Context: an optimization exercise on an open-source flow, tuned for small area, a short achievable clock period and few clock cycles per item. The choices shown serve that exercise and are no tape-out recipe.
RTL that was checked went through simulation tests only; none was proved equivalent to the original.
Power figures rest on the tool's default switching activity, not on a simulated workload.

// audio_peak_level_meter
module audio_peak_level_meter (
  input  logic        clk,
  input  logic        rst,
  input  logic        cfg_write,
  input  logic [1:0]  cfg_index,
  input  logic [5:0]  cfg_data,
  input  logic        in_valid,
  output logic        in_stall,
  input  logic [7:0]  data_byte,
  input  logic        buffer_end,
  output logic        out_valid,
  input  logic        out_stall,
  output logic [17:0] level_q16,
  output logic [31:0] peak_value
);
  logic [1:0]  szc;
  logic [1:0]  kind;
  logic [2:0]  chl;
  logic        cap;
  logic [1:0]  bpos;
  logic [2:0]  cpos;
  logic [31:0] sh;
  logic        p_sd;    
  logic        p_fd;    
  logic        p_be;    
  logic [31:0] run;
  logic [31:0] bpk;
  logic        bz;
  logic        act;     
  logic [17:0] held;    
  logic        cv_fmt;  
  logic        cv_sh;   
  logic [4:0]  cnt;
  logic        stall;
  logic        accept;
  logic        track;
  logic        fl;
  logic        sample_done;
  logic        frame_done;
  logic [31:0] mag;
  logic        gt;
  logic [31:0] run_upd;
  logic [31:0] peak;
  logic [17:0] level;
  always_ff @(posedge clk) begin
    if (rst) begin
      szc  <= 2'd2;
      kind <= 2'd0;
      chl  <= 3'd1;
      cap  <= 1'b0;
    end else if (cfg_write) begin
  ...
==> module audio_peak_level_meter, before the edit <==
module audio_peak_level_meter (
  input  logic        clk,
  input  logic        rst,
  input  logic        cfg_write,
  input  logic [1:0]  cfg_index,
  input  logic [5:0]  cfg_data,
  input  logic        in_valid,
  output logic        in_stall,
  input  logic [7:0]  data_byte,
  input  logic        buffer_end,
  output logic        out_valid,
  input  logic        out_stall,
  output logic [17:0] level_q16,
  output logic [31:0] peak_value
);
  logic [1:0]  szc;
  logic [1:0]  kind;
  logic [2:0]  chl;
  logic        cap;
  logic [1:0]  bpos;
  logic [2:0]  cpos;
  logic [31:0] sh;
  logic        p_sd;    
  logic        p_fd;    
  logic        p_be;    
  logic [31:0] run;
  logic [31:0] bpk;
  logic        bz;
  logic        act;     
  logic [17:0] held;    
  logic        cv_fmt;  
  logic        cv_sh;   
  logic [4:0]  cnt;
  logic        stall;
  logic        accept;
  logic        track;
  logic        fl;
  logic        sample_done;
  logic        frame_done;
  logic [31:0] mag;
  logic        gt;
  logic [31:0] run_upd;
  logic [31:0] peak;
  logic [17:0] level;
  always_ff @(posedge clk) begin
    if (rst) begin
      szc  <= 2'd2;
      kind <= 2'd0;
      chl  <= 3'd1;
      cap  <= 1'b0;
    end else if (cfg_write) begin
      case (cfg_index)
        2'd0: szc <= (cfg_data == 6'd8)  ? 2'd1 :
                     (cfg_data == 6'd16) ? 2'd2 :
                     (cfg_data == 6'd32) ? 2'd3 : 2'd0;
        2'd1: kind <= cfg_data[1:0];
        2'd2: chl <= (cfg_data[3:0] == 4'd0) ? 3'd0 :
                     cfg_data[3] ? 3'd7 : 3'(cfg_data[2:0] - 3'd1);
        default: cap <= cfg_data[0];
      endcase
    end
  end
  assign stall    = (out_valid && out_stall) || ((cv_fmt || cv_sh) && (p_fd || p_be));
  assign in_stall = stall;
  assign accept   = in_valid && !stall;
  assign track    = cap && (szc != 2'd0);
  assign fl       = (kind == 2'd2) && (szc == 2'd3);
  assign sample_done = (szc == 2'd1) || (szc == 2'd2 && bpos[0]) || (bpos == 2'd3);
  assign frame_done  = (cpos == chl);
  always_ff @(posedge clk) begin
    if (accept) begin
      case (bpos)
        2'd0: sh[7:0]   <= data_byte;
        2'd1: sh[15:8]  <= data_byte;
        2'd2: sh[23:16] <= data_byte;
        default: sh[31:24] <= data_byte;
      endcase
    end
  end
  always_ff @(posedge clk) begin
    if (rst) begin
      bpos <= 2'd0;
      cpos <= 3'd0;
      p_sd <= 1'b0;
      p_fd <= 1'b0;
      p_be <= 1'b0;
    end else if (!stall) begin
      p_sd <= accept && track && sample_done;
      p_fd <= accept && track && sample_done && frame_done;
      p_be <= accept && buffer_end;
      if (accept) begin
        if (buffer_end || szc == 2'd0) begin
          bpos <= 2'd0;
          cpos <= 3'd0;
        end else if (sample_done) begin
          bpos <= 2'd0;
          cpos <= frame_done ? 3'd0 : cpos + 3'd1;
        end else begin
          bpos <= bpos + 2'd1;
        end
      end
    end
  end
  function automatic logic [31:0] cond_neg(input logic [31:0] x,
                                           input logic [1:0] sz,
                                           input logic s);
    logic [31:0] low;   
    logic [31:0] r;
    low = x;
    for (int w = 1; w < 32; w = w * 2)
      for (int i = 0; i < 32; i++)
        if ((i / w) % 2 == 1) low[i] = low[i] | low[(i / w) * w - 1];
    low = {low[30:0], 1'b0};
    for (int i = 0; i < 32; i++) begin
      if (i < 8 || (i < 16 && sz != 2'd1) || sz == 2'd3)
        r[i] = x[i] ^ (s & low[i]);
      else
        r[i] = 1'b0;
    end
    r[8]  = r[8]  | (sz == 2'd1 && s && x[6:0] == 7'd0);
    r[16] = r[16] | (sz == 2'd2 && s && x[14:0] == 15'd0);
    cond_neg = r;
  endfunction
  function automatic logic greater(input logic [31:0] a, input logic [31:0] b);
    logic [31:0] g;
    logic [31:0] e;
    g = a & ~b;
    e = ~(a ^ b);
    for (int w = 1; w < 32; w = w * 2) begin
      for (int i = 0; i < 32; i = i + 2 * w) begin
        g[i] = g[i + w] | (e[i + w] & g[i]);
        e[i] = e[i + w] & e[i];
      end
    end
    greater = g[0];
  endfunction
  always_comb begin
    if (fl)
      mag = (sh[30:23] == 8'hff && sh[22:0] != 23'd0) ? 32'd0 : {1'b0, sh[30:0]};
    else if (kind[1])
      mag = 32'd0;
    else
      mag = cond_neg(sh, szc, kind == 2'd0 &&
                     ((szc == 2'd1) ? sh[7] : (szc == 2'd2) ? sh[15] : sh[31]));
    gt = mag > run;
    run_upd = gt ? mag : run;
    peak    = p_fd ? run_upd : (bz ? 32'd0 : bpk);
  end
  always_ff @(posedge clk) begin
    if (rst) begin
      run       <= 32'd0;
      bz        <= 1'b1;
      out_valid <= 1'b0;
      held      <= 18'd0;
      cv_fmt    <= 1'b0;
      cv_sh     <= 1'b0;
    end else begin
      if (!stall) begin
        if (out_valid && act) held <= level;
        if (p_be) begin
          run       <= 32'd0;
          bz        <= 1'b1;
          out_valid <= !(fl && track);
          cv_fmt    <= fl && track;
        end else begin
          out_valid <= 1'b0;
          if (p_sd) run <= run_upd;
          if (p_fd) bz <= 1'b0;
        end
      end
      if (cv_fmt) begin
        cv_fmt <= 1'b0;
        cv_sh  <= 1'b1;
      end
      if (cv_sh && cnt == 5'd0) begin
        cv_sh     <= 1'b0;
        out_valid <= 1'b1;
      end
    end
  end
  always_ff @(posedge clk) begin
    if (cv_fmt) begin
      bpk <= bpk[30] ? 32'hffff_ffff :
             (bpk[29:28] == 2'b11) ? {1'b1, bpk[22:0], 8'd0} : 32'd0;
      cnt <= (!bpk[30] && bpk[29:28] == 2'b11) ? ~bpk[27:23] : 5'd0;
    end else if (cv_sh) begin
      if (cnt != 5'd0) begin
        bpk <= {1'b0, bpk[31:1]};
        cnt <= cnt - 5'd1;
      end
    end else if (!stall) begin
      if (p_be) begin
        bpk <= peak;
        act <= track;
      end else if (p_fd) begin
        bpk <= run_upd;
      end
    end
  end
  function automatic logic [17:0] level_of(input logic [31:0] p,
                                           input logic [1:0] sz,
                                           input logic uns);
    logic        z;     
    logic        one;   
    logic        sat;
    logic [15:0] q;
    case ({sz, uns})
      3'b010: begin z = &p[6:0];  sat = p[8];  q = {p[6:0], p[6:0], p[6:5]}; end
      3'b011: begin z = &p[7:0];  sat = 1'b0;  q = {p[7:0], p[7:0]}; end
      3'b100: begin z = &p[14:0]; sat = p[16]; q = {p[14:0], p[14]}; end
      3'b101: begin z = &p[15:0]; sat = 1'b0;  q = p[15:0]; end
      3'b110: begin z = &p[30:0]; sat = p[31] & p[0]; q = p[30:15]; end
      default: begin z = &p[31:0]; sat = 1'b0; q = p[31:16]; end
    endcase
    one = z | (sz == 2'd3 && !uns && p[31]);
    if (sat) level_of = 18'h20000;
    else level_of = {1'b0, one, z ? 16'd0 : q};
  endfunction
  assign level      = level_of(bpk, szc, kind == 2'd1);
  assign level_q16  = act ? level : held;
  assign peak_value = bpk;
endmodule
clock: 9.0 ns
lec_check: 0
cap_margin: 20
core_margin: 2
core_utilization: 40
setup_slack_margin: 5
slew_margin: 20
run.sh (not shown) runs the stock make flow with config.mk's settings and CLKGATE_MAP_FILE= SYNTH_SCRIPT=/design/flow/synth_recipe.tcl, a recipe that flattens the netlist after the stock synthesis.
Next try:
--- a/flow/design.v
+++ b/flow/design.v
@@ -144,5 +144,5 @@
       mag = cond_neg(sh, szc, kind == 2'd0 &&
                      ((szc == 2'd1) ? sh[7] : (szc == 2'd2) ? sh[15] : sh[31]));
-    gt = mag > run;
+    gt      = greater(mag, run);
     run_upd = gt ? mag : run;
     peak    = p_fd ? run_upd : (bz ? 32'd0 : bpk);
Result: Register-to-register slack improved by 50 ps. Synthesized cell count fell by 0.93%. Global-route usage increases by 2.4 points. Final area came out higher by 16%. Cell count grows by 3.0%. Power increases by 8.2%.
Function was not checked in any run of this note: the RTL went through the layout flow alone.

* * *

Setup of 01-10:
The RTL this note starts from:
==> flow/design.v <==
`timescale 1ns / 1ps
module audio_peak_level_meter (
  input  logic        clk,
  input  logic        rst,
  input  logic        cfg_write,
  input  logic [1:0]  cfg_index,
  input  logic [5:0]  cfg_data,
  input  logic        in_valid,
  output logic        in_stall,
  input  logic [7:0]  data_byte,
  input  logic        buffer_end,
  output logic        out_valid,
  input  logic        out_stall,
  output logic [17:0] level_q16,
  output logic [31:0] peak_value
);
  logic        s8, s16, s32;
  logic        k_sgn, k_uns, k_flt, k_oth;
  logic [2:0]  chl;
  logic        cap;
  logic [7:0]  d0;
  logic        e0;      
  logic        v0;      
  logic [1:0]  bpos;
  logic [2:0]  cpos;
  logic [23:0] sh;
  logic [31:0] mag;
  logic        p_sd;    
  logic        p_fd;    
  logic        p_be;    
  logic [31:0] run;
  logic [31:0] bpk;
  logic        bz;
  logic [17:0] lvl;     
  logic        lp;      
  logic        cv_fmt;  
  logic        cv_sh;   
  logic        stall;   
  logic        accept;
  logic        take;    
  logic        mono;
  logic        track;
  logic        fl;
  logic        sample_done;
  logic        frame_done;
  logic        go_be;
  logic        p_sd_n, p_fd_n, p_be_n;
  logic        cv_fmt_n, cv_sh_n, lp_n, out_valid_n;
  logic [31:0] mag_in;
  logic [17:0] level;
  always_ff @(posedge clk) begin
    if (rst) begin
      s8    <= 1'b0;
      s16   <= 1'b1;
      s32   <= 1'b0;
      k_sgn <= 1'b1;
      k_uns <= 1'b0;
      k_flt <= 1'b0;
      k_oth <= 1'b0;
      chl   <= 3'd1;
      cap   <= 1'b0;
    end else if (cfg_write) begin
      case (cfg_index)
        2'd0: begin
          s8  <= (cfg_data == 6'd8);
          s16 <= (cfg_data == 6'd16);
          s32 <= (cfg_data == 6'd32);
        end
        2'd1: begin
          k_sgn <= (cfg_data[1:0] == 2'd0);
          k_uns <= (cfg_data[1:0] == 2'd1);
          k_flt <= (cfg_data[1:0] == 2'd2);
          k_oth <= (cfg_data[1:0] == 2'd3);
        end
        2'd2: chl <= (cfg_data[3:0] == 4'd0) ? 3'd0 :
                     cfg_data[3] ? 3'd7 : 3'(cfg_data[2:0] - 3'd1);
        default: cap <= cfg_data[0];
      endcase
    end
  end
  assign in_stall = stall;
  assign accept   = in_valid && !stall;
  assign take     = v0 && !stall;
  assign track    = cap && (s8 || s16 || s32);
  assign fl       = k_flt && s32;
  assign mono     = (chl == 3'd0);
  always_ff @(posedge clk) begin
    if (accept) begin
      d0 <= data_byte;
      e0 <= buffer_end;
    end
  end
  always_ff @(posedge clk) begin
    if (rst) v0 <= 1'b0;
    else if (!stall) v0 <= in_valid;
  end
  assign sample_done = s8 || (s16 && bpos[0]) || (bpos == 2'd3);
  assign frame_done  = (cpos == chl);
  always_ff @(posedge clk) begin
    if (take) begin
      case (bpos)
        2'd0: sh[7:0]   <= d0;
        2'd1: sh[15:8]  <= d0;
        default: sh[23:16] <= d0;
      endcase
    end
  end
  function automatic logic [7:0] below(input logic [7:0] x, input logic c);
    logic [7:0] r;
    r[0] = c;
    for (int i = 1; i < 8; i++) r[i] = r[i - 1] | x[i - 1];
    below = r;
  endfunction
  logic        sgn;
  logic [8:0]  m8;
  logic [16:0] m16;
  logic [31:0] m32;
  logic [31:0] mf;
  always_comb begin
    sgn = k_sgn && d0[7];
    m8  = {sgn && d0[6:0] == 7'd0,
           d0 ^ ({8{sgn}} & below(d0, 1'b0))};
    m16 = {sgn && d0[6:0] == 7'd0 && sh[7:0] == 8'd0,
           d0 ^ ({8{sgn}} & below(d0, |sh[7:0])),
           sh[7:0] ^ ({8{sgn}} & below(sh[7:0], 1'b0))};
    m32 = {d0 ^ ({8{sgn}} & below(d0, |sh[23:0])),
           sh[23:16] ^ ({8{sgn}} & below(sh[23:16], |sh[15:0])),
           sh[15:8] ^ ({8{sgn}} & below(sh[15:8], |sh[7:0])),
           sh[7:0] ^ ({8{sgn}} & below(sh[7:0], 1'b0))};
    mf  = ({d0[6:0], sh[23]} == 8'hff && sh[22:0] != 23'd0) ?
          32'd0 : {1'b0, d0[6:0], sh};
    mag_in = ({32{s8 && !k_flt && !k_oth}}  & {23'd0, m8}) |
             ({32{s16 && !k_flt && !k_oth}} & {15'd0, m16}) |
             ({32{s32 && !k_flt && !k_oth}} & m32) |
             ({32{fl}} & mf);
  end
  always_ff @(posedge clk) begin
    if (take && sample_done) mag <= mag_in;
  end
  always_ff @(posedge clk) begin
    if (rst) begin
      bpos <= 2'd0;
      cpos <= 3'd0;
    end else if (take) begin
      if (e0 || !(s8 || s16 || s32)) begin
        bpos <= 2'd0;
        cpos <= 3'd0;
      end else if (sample_done) begin
        bpos <= 2'd0;
        cpos <= frame_done ? 3'd0 : cpos + 3'd1;
      end else begin
        bpos <= bpos + 2'd1;
      end
    end
  end
  always_comb begin
    p_sd_n = stall ? p_sd : (take && track && sample_done);
    p_fd_n = stall ? p_fd : (take && track && sample_done && frame_done);
    p_be_n = stall ? p_be : (take && e0);
    go_be       = !stall && p_be;
    cv_fmt_n    = go_be && fl && track;
    cv_sh_n     = cv_fmt || (cv_sh && lvl[4:0] != 5'd0);
    lp_n        = (go_be && !(fl && track)) || (cv_sh && lvl[4:0] == 5'd0);
    out_valid_n = lp || (out_valid && out_stall);
  end
  always_ff @(posedge clk) begin
    if (rst) begin
      p_sd      <= 1'b0;
      p_fd      <= 1'b0;
      p_be      <= 1'b0;
      cv_fmt    <= 1'b0;
      cv_sh     <= 1'b0;
      lp        <= 1'b0;
      out_valid <= 1'b0;
      stall     <= 1'b0;
    end else begin
      p_sd      <= p_sd_n;
      p_fd      <= p_fd_n;
      p_be      <= p_be_n;
      cv_fmt    <= cv_fmt_n;
      cv_sh     <= cv_sh_n;
      lp        <= lp_n;
      out_valid <= out_valid_n;
      stall     <= (cv_fmt_n || cv_sh_n || lp_n || out_valid_n) &&
                   ((p_fd_n && !mono) || p_be_n);
    end
  end
  logic        gt;
  logic        run_en;   
  logic        bpk_run;  
  logic [31:0] bpk_oth;
  logic [31:0] bpk_d;
  logic [31:0] run_d;
  always_comb begin
    gt      = mag > run;
    run_en  = !stall && p_sd && !p_be;
    bpk_run = !cv_fmt && !cv_sh && !stall &&
              ((p_be && (p_fd || mono)) || (p_fd && !mono));
    if (cv_fmt)
      bpk_oth = bpk[30] ? 32'hffff_ffff :
                (bpk[29:28] == 2'b11) ? {1'b1, bpk[22:0], 8'd0} : 32'd0;
    else if (cv_sh && lvl[4:0] != 5'd0)
      bpk_oth = {1'b0, bpk[31:1]};
    else if (!stall && p_be && !bpk_run && bz)
      bpk_oth = 32'd0;
    else
      bpk_oth = bpk;
    bpk_d = (bpk_run && p_sd && gt) ? mag : (bpk_run ? run : bpk_oth);
    run_d = (run_en && gt) ? mag : ((!stall && p_be) ? 32'd0 : run);
  end
  always_ff @(posedge clk) begin
    if (rst) begin
      run <= 32'd0;
      bz  <= 1'b1;
      lvl <= 18'd0;
    end else begin
      run <= run_d;
      if (!stall) begin
        if (p_be) bz <= 1'b1;
        else if (p_fd) bz <= 1'b0;
      end
      if (lp && track) lvl <= level;
      else if (cv_fmt)
        lvl[4:0] <= (!bpk[30] && bpk[29:28] == 2'b11) ? ~bpk[27:23] : 5'd0;
      else if (cv_sh && lvl[4:0] != 5'd0)
        lvl[4:0] <= lvl[4:0] - 5'd1;
    end
  end
  always_ff @(posedge clk) begin
    bpk <= bpk_d;
  end
  logic        c7, c8, c15, c16, c31, c32;
  logic        lz;     
  logic        lsat;
  logic [15:0] lq;
  always_comb begin
    c7  = s8  && !k_uns;
    c8  = s8  && k_uns;
    c15 = s16 && !k_uns;
    c16 = s16 && k_uns;
    c31 = s32 && !k_uns;
    c32 = s32 && k_uns;
    lz = (c7 & (&bpk[6:0])) | (c8 & (&bpk[7:0])) | (c15 & (&bpk[14:0])) |
         (c16 & (&bpk[15:0])) | (c31 & (&bpk[30:0])) | (c32 & (&bpk[31:0]));
    lsat = (c7 & bpk[8]) | (c15 & bpk[16]) | (c31 & bpk[31] & bpk[0]);
    lq = ({16{c7}}  & {bpk[6:0], bpk[6:0], bpk[6:5]}) |
         ({16{c8}}  & {bpk[7:0], bpk[7:0]}) |
         ({16{c15}} & {bpk[14:0], bpk[14]}) |
         ({16{c16}} & bpk[15:0]) |
         ({16{c31}} & bpk[30:15]) |
         ({16{c32}} & bpk[31:16]);
    level = {lsat, ~lsat & (lz | (c31 & bpk[31])), {16{~lsat & ~lz}} & lq};
  end
  assign level_q16  = lvl;
  assign peak_value = bpk;
endmodule
==> flow/config.mk <==
export PLATFORM = sky130hd
export DESIGN_NAME = audio_peak_level_meter
export DESIGN_NICKNAME = audio_peak_level_meter
export VERILOG_FILES = /design/flow/design.v
export SDC_FILE = /design/flow/constraint.sdc
export NUM_CORES = 4
export LEC_CHECK = 0
export CAP_MARGIN = 20
export CORE_MARGIN = 2
export CORE_UTILIZATION = 40
export CTS_BUF_LIST = sky130_fd_sc_hd__clkbuf_8
export CTS_CLUSTER_SIZE = 30
export SETUP_SLACK_MARGIN = 5
export SLEW_MARGIN = 20
==> flow/constraint.sdc <==
create_clock -name core_clock -period 9.0 [get_ports {clk}]
set_input_delay 1.8000 -clock core_clock [delete_from_list [all_inputs] [get_ports {clk}]]
set_output_delay 1.8000 -clock core_clock [all_outputs]
set_load 0.01 [all_outputs]
standard.sh (not shown) runs the stock make flow with config.mk's settings and CLKGATE_MAP_FILE= SYNTH_SCRIPT=/design/flow/synth_recipe.tcl, a recipe that flattens the netlist after the stock synthesis.
==> flow/flow/run.sh <==
#!/bin/bash
cp standard.sh standard_sh.txt
export BUFFER_PORTS_ARGS="-buffer_cell sky130_fd_sc_hd__buf_1"
bash standard.sh finish SETUP_SLACK_MARGIN=6 > standard.log 2>&1
Testbench counts of 01-10, summed over its fixed seeds: cycles 44,288, bytes 43,768.
Changes in 08-17 relative to 01-10:
--- a/flow/design.v
+++ b/flow/design.v
@@ -36,4 +36,5 @@
   logic        cv_fmt;  
   logic        cv_sh;   
+  logic [4:0]  cnt;
   logic        stall;   
   logic        accept;
@@ -160,6 +161,6 @@
     go_be       = !stall && p_be;
     cv_fmt_n    = go_be && fl && track;
-    cv_sh_n     = cv_fmt || (cv_sh && lvl[4:0] != 5'd0);
-    lp_n        = (go_be && !(fl && track)) || (cv_sh && lvl[4:0] == 5'd0);
+    cv_sh_n     = cv_fmt || (cv_sh && cnt != 5'd0);
+    lp_n        = (go_be && !(fl && track)) || (cv_sh && cnt == 5'd0);
     out_valid_n = lp || (out_valid && out_stall);
   end
@@ -200,5 +201,5 @@
       bpk_oth = bpk[30] ? 32'hffff_ffff :
                 (bpk[29:28] == 2'b11) ? {1'b1, bpk[22:0], 8'd0} : 32'd0;
-    else if (cv_sh && lvl[4:0] != 5'd0)
+    else if (cv_sh && cnt != 5'd0)
       bpk_oth = {1'b0, bpk[31:1]};
     else if (!stall && p_be && !bpk_run && bz)
@@ -221,12 +222,12 @@
       end
       if (lp && track) lvl <= level;
-      else if (cv_fmt)
-        lvl[4:0] <= (!bpk[30] && bpk[29:28] == 2'b11) ? ~bpk[27:23] : 5'd0;
-      else if (cv_sh && lvl[4:0] != 5'd0)
-        lvl[4:0] <= lvl[4:0] - 5'd1;
     end
   end
   always_ff @(posedge clk) begin
     bpk <= bpk_d;
+    if (cv_fmt)
+      cnt <= (!bpk[30] && bpk[29:28] == 2'b11) ? ~bpk[27:23] : 5'd0;
+    else if (cv_sh && cnt != 5'd0)
+      cnt <= cnt - 5'd1;
   end
   logic        c7, c8, c15, c16, c31, c32;
--- outcome ---
NOTE number of signal-net buffers in the layout 01-10->08-17 increased by a little under 10%
08-17 improves on 01-10 in HPWL after detailed placement.
Looking at global-route wire length before repair across both flows, 08-17 is the stronger of the two, with 01-10 trailing.
When 08-17 is set beside 01-10, its footprint of the multi-input gates turns out to be about 2.6% larger.
Compared with 01-10, in 08-17 worst-case setup slack after placement grew by 330 ps; xor and xnor fraction of the mapped netlist area essentially unchanged.
Testbench counts of 08-17, summed over its fixed seeds: cycles 44,288, bytes 43,768.

-- re-timing with driven ports --
The results above use ideal ports. As a check the final layouts listed here were re-extracted and re-timed, cells and wires unchanged. Step 1: set_driving_cell puts a clkbuf_16 on clk and a buf_2 on each other input, an assumption about the parent block. Step 2 times the ports against the registers' clock, not the clock port: input delays grow and output delays shrink by t, the midpoint of the rising clock arrivals with the driver on. Slacks: no drivers / after step 1 / after step 2; pairs: no drivers / after step 1.
run	t (ns)	setup WS [ns]	latest minus earliest clock arrival (ns)
the first run of note 1	0.476	4.571 / 4.571 / 4.571	0.015 / 0.015
the second run of note 1	0.478	4.481 / 4.435 / 4.623	0.009 / 0.009
01-10	0.492	6.027 / 5.987 / 5.876	0.030 / 0.030
08-17	0.500	5.983 / 5.983 / 5.956	0.026 / 0.026
After both steps every run listed still meets setup and hold. The setup slack of 01-10, which loses most, moves by -0.040 ns with the drivers and by -0.151 ns with both steps.
